What follows belongs to an exercise in optimizing a design on an open flow for small area, a short achievable clock period and few clock cycles per item; a production flow would make more cautious choices. Where RTL was checked, it was by simulation tests only, not by an equivalence proof against the original. Power figures rest on the tool's default switching activity, not on a simulated workload.

## pkt_lkp_top
module pkt_lkp_top
(
    input  logic      clk,
    input  logic      rst_i,
    input  logic      b2c_pkt_vld_i,
    input  logic      b2c_pkt_lkp_en_i,
    input  pkt_lkp_pkg::lkp_info_t b2c_pkt_lkp_info_i,
    input  pkt_lkp_pkg::odr_id_t   b2c_pkt_odr_id_i,
    input  logic      b2c_pkt_so_i,
    input  pkt_lkp_pkg::payload_t  b2c_pkt_payload_i,
    output logic      c2b_pkt_rdy_o,
    output logic      c2a_lkp_vld_o,
    output pkt_lkp_pkg::lkp_info_t c2a_lkp_info_o,
    output pkt_lkp_pkg::req_id_t   c2a_lkp_req_id_o,
    input  logic      a2c_lkp_rdy_i,
    input  logic      a2c_lkp_rsp_vld_i,
    input  pkt_lkp_pkg::req_id_t   a2c_lkp_rsp_id_i,
    input  pkt_lkp_pkg::lkp_info_t a2c_lkp_rslt_i,
    output logic      c2d_pkt_vld_o,
    output pkt_lkp_pkg::lkp_info_t c2d_pkt_lkp_rslt_o,
    output pkt_lkp_pkg::odr_id_t   c2d_pkt_odr_id_o,
    output logic      c2d_pkt_so_o,
    output pkt_lkp_pkg::payload_t  c2d_pkt_payload_o,
    input  logic      d2c_pkt_rdy_i
);
Settings: LEC_CHECK=0, CAP_MARGIN=20, CORE_MARGIN=2, CORE_UTILIZATION=40, CTS_CLUSTER_DIAMETER=80, CTS_CLUSTER_SIZE=22, SETUP_SLACK_MARGIN=2.3, SLEW_MARGIN=20, TNS_END_PERCENT=100; clock period 4.0 ns.
standard.sh (not shown) runs the stock make flow with config.mk's settings and CLKGATE_MAP_FILE= SYNTH_SCRIPT=/design/flow/synth_recipe.tcl, a recipe that flattens the netlist after the stock synthesis.
==> flow/flow/run.sh <==
#!/bin/bash
# Standard layout, with plain buffers on the ports and footprint-free resizing.
set -euo pipefail
bash standard.sh MATCH_CELL_FOOTPRINT=0 "BUFFER_PORTS_ARGS=-buffer_cell sky130_fd_sc_hd__buf_1" finish > make_finish.log 2>&1
The first run finished with timing, DRC and antenna clean.
Change:
TNS_END_PERCENT = 5   (was 100)
- clock-buffer cell count decreases by 2
- synthesized area is unchanged
- power drops by about 2.7%
- final area drops by about 4%
Function was not checked in any run of this note: the RTL went through the layout flow alone.

pkt_lkp_top, a different RTL version from the one above (not shown whole).
For scale: roughly 94 flip-flops, ~250 I/O pins, ~3500 µm² of cells after synthesis.
Settings: LEC_CHECK=0, CAP_MARGIN=20, CORE_MARGIN=2, CORE_UTILIZATION=40, CTS_CLUSTER_DIAMETER=100, CTS_CLUSTER_SIZE=30, SLEW_MARGIN=20; clock period 4.0 ns.
Scripts as last shown in full above: flow/flow/run.sh
The first run finished with timing, DRC and antenna clean.
Change:
- SETUP_SLACK_MARGIN: unset -> 2.0
- TNS_END_PERCENT: unset -> 100
After rerunning:
- power climbs by 3.0%
- die area does not change
- count of clock-buffer cells in the layout stays the same
- utilization climbs by 4.2 points
- design area climbs by 7.9%
- routed wire length climbs by 9.3%
- non-clock buffer count climbs by 17
- synthesized area is unchanged
- hold slack improves by 0.0078 ns
Change:
- SETUP_SLACK_MARGIN: 2.0 -> 1.8
Result: The changed run completed with no timing, DRC or antenna violations. Sequential power hardly moves. Non-clock buffer count went down by 11. Synthesized cell count is unchanged. Total power drops by 2.3%. Clock power drops by about 3%. Cell count is lower by 2.1%.
No run of this note included a check of the RTL's function; only the layout flow was run.

Setup of lane 1:
pkt_lkp_top, a different RTL version from the one above (not shown whole).
For scale: ~250 I/O pins, ~3500 sq um of cells after synthesis.
clock: 4.0 ns
lec_check: 0
cap_margin: 20
core_margin: 2
core_utilization: 55
cts_cluster_diameter: 100
cts_cluster_size: 30
setup_slack_margin: 2.2
slew_margin: 20
tns_end_percent: 100
Scripts as last shown in full above: flow/flow/run.sh
Testbench counts of lane 1, summed over its fixed seeds: cycles 29,004, items 3,200.
### lane 1 -> lane 2
--- a/flow/config.mk
+++ b/flow/config.mk
@@ -10 +10 @@
-export CORE_UTILIZATION = 55
+export CORE_UTILIZATION = 70
Results
Lane 1 -> lane 2: portion of total power attributed to combinational logic flat. Summary — total die area, lane 2 relative to lane 1: lower, by about 20%. The global-route total usage across every layer in lane 2 sits 14 points above the value recorded for lane 1. Lane 1 has lower global-route track usage on met1 than lane 2. For lane 1, the end of the critical path was c2d_pkt_lkp_rslt_o[8], unlike lane 2, where it was c2a_lkp_info_o[7]. Compare lane 1 and lane 2 | actual slew at the worst max-slew pin higher: lane 1. Going from lane 1 to lane 2, final area saw an increase, worst setup slack -34 ps, non-clock buffer count grew by about 1.7%.
[inputs] lane 3 vs lane 2
--- a/flow/config.mk
+++ b/flow/config.mk
@@ -10 +10 @@
-export CORE_UTILIZATION = 70
+export CORE_UTILIZATION = 40
Results
- Taking lane 2 as the reference point, the overall power consumption of lane 3 falls by 83 uW.
- The end point of the critical path comes out c2a_lkp_info_o[7] in one run and c2a_lkp_info_o[19] in the other, namely in lane 2 and lane 3 respectively.
- Compared with lane 2, in lane 3 worst setup slack now sits higher, clock-pin slew of the registers on the worst-case setup and hold paths now sits at about the same level, number of nets in the final layout now sits at about the same level.
Setup changes, lane 3 to lane 4
--- a/flow/config.mk
+++ b/flow/config.mk
@@ -10,3 +10,3 @@
-export CORE_UTILIZATION = 40
-export CTS_CLUSTER_DIAMETER = 100
-export CTS_CLUSTER_SIZE = 30
+export CORE_UTILIZATION = 55
+export CTS_CLUSTER_DIAMETER = 500
+export CTS_CLUSTER_SIZE = 100
==> run notes <==
- Against lane 3, minimum clock period in lane 4 came out worse.
- The clock latency reported for the late side of the worst-skew pair on lane 3 is in line with that on lane 4.
- Taking lane 4 over lane 3, the met2 layer wire length in the routed design ratio works out to 0.909.
- Compared with lane 3, lane 4 shows a slew at the pin closest to its max-slew limit that is 140 ps higher.
- Per the comparison of lane 4 with lane 3, worst setup slack shows a reduction of 6.0 ps, final cell count without fillers dropped 5.8%, setup fix buffers added after clock tree synthesis now sits lower.

Setup of rev 12:
pkt_lkp_top, a different RTL version from the one above (not shown whole).
Size in the first run: ~93 flip-flops, ~250 I/O pins.
Settings: LEC_CHECK=0, CAP_MARGIN=20, CORE_MARGIN=2, CORE_UTILIZATION=40, CTS_CLUSTER_DIAMETER=100, CTS_CLUSTER_SIZE=30, SETUP_SLACK_MARGIN=2.4, SLEW_MARGIN=20, TNS_END_PERCENT=100; clock period 4.0 ns.
Scripts as last shown in full above: flow/flow/run.sh
The final layout from rev 12, which completed every stage, passed the timing, design-rule and antenna checks at the end of the flow.
### rev 12 -> rev 13
diff --git a/flow/config.mk b/flow/config.mk
--- a/flow/config.mk
+++ b/flow/config.mk
@@ -11,5 +11,5 @@
 export CTS_CLUSTER_DIAMETER = 100
 export CTS_CLUSTER_SIZE = 30
-export SETUP_SLACK_MARGIN = 2.4
+export SETUP_SLACK_MARGIN = 2.2
 export SLEW_MARGIN = 20
 export TNS_END_PERCENT = 100
## What came out
Each of the runs, namely rev 12 and rev 13, reached the end of the flow and came out clean. The higher combinational share of power came out of rev 12. Non-clock buffer area fraction after layout, rev 12 and rev 13, lower one = rev 13. Rev 13 vs. rev 12: number of global-route vias before repair grew by 74, final area lost 3.7%, internal power summed over all cells saw a decrease, area used by multi-input combinational logic now sits lower. Rev 13 vs rev 12: first-pass GRT wire length down in rev 13.
Function was not checked in any run of this note: the RTL went through the layout flow alone.

port drivers added, routing unchanged:
No port has a modelled driver above. Below, the same layouts with a new extraction and two added sets of constraints.
Step 1 (the two cells are an assumption about what drives the block):
set clk [get_ports {clk}]
set_driving_cell -lib_cell sky130_fd_sc_hd__clkbuf_16 $clk
set_driving_cell -lib_cell sky130_fd_sc_hd__buf_2 [delete_from_list [all_inputs] $clk]
Step 2 adds t to the input delays and takes it off the output delays; t is the mean of the earliest and latest rising clock arrival at the registers after step 1. Input paths then give back, and output paths get back, about the clock's delay inside the block.
Three values: ideal, step 1, step 2; two values: the first two.
run	t (ns)	setup WS [ns]	worst setup path at the end	slew at the worst register clock pin (ns)	pins driven straight from the clock port
the first run of note 1	0.639	2.122 / 2.066 / 1.647	input to register	0.09 / 0.09	1
the second run of note 1	0.631	2.094 / 2.041 / 1.529	input to register	0.10 / 0.10	1
the first run of note 2	0.369	1.510 / 1.487 / 1.487	input to output	0.09 / 0.09	1
the second run of note 2	0.377	1.736 / 1.698 / 1.655	input to register	0.09 / 0.09	1
the third run of note 2	0.369	1.738 / 1.705 / 1.598	input to register	0.09 / 0.09	1
lane 1	0.364	2.297 / 2.266 / 1.994	input to register	0.08 / 0.08	1
lane 2	0.377	2.263 / 2.234 / 1.904	input to register	0.09 / 0.09	1
lane 3	0.369	2.303 / 2.273 / 2.052	input to register	0.09 / 0.09	1
lane 4	0.364	2.297 / 2.266 / 1.994	input to register	0.08 / 0.08	1
rev 12	0.391	2.207 / 2.177 / 2.075	input to register	0.11 / 0.11	1
rev 13	0.377	2.232 / 2.200 / 1.883	input to register	0.11 / 0.11	1
After both steps every run listed still meets setup and hold. The setup slack of the second run of note 1, which loses most, moves by -0.053 ns with the drivers and by -0.565 ns with both steps.
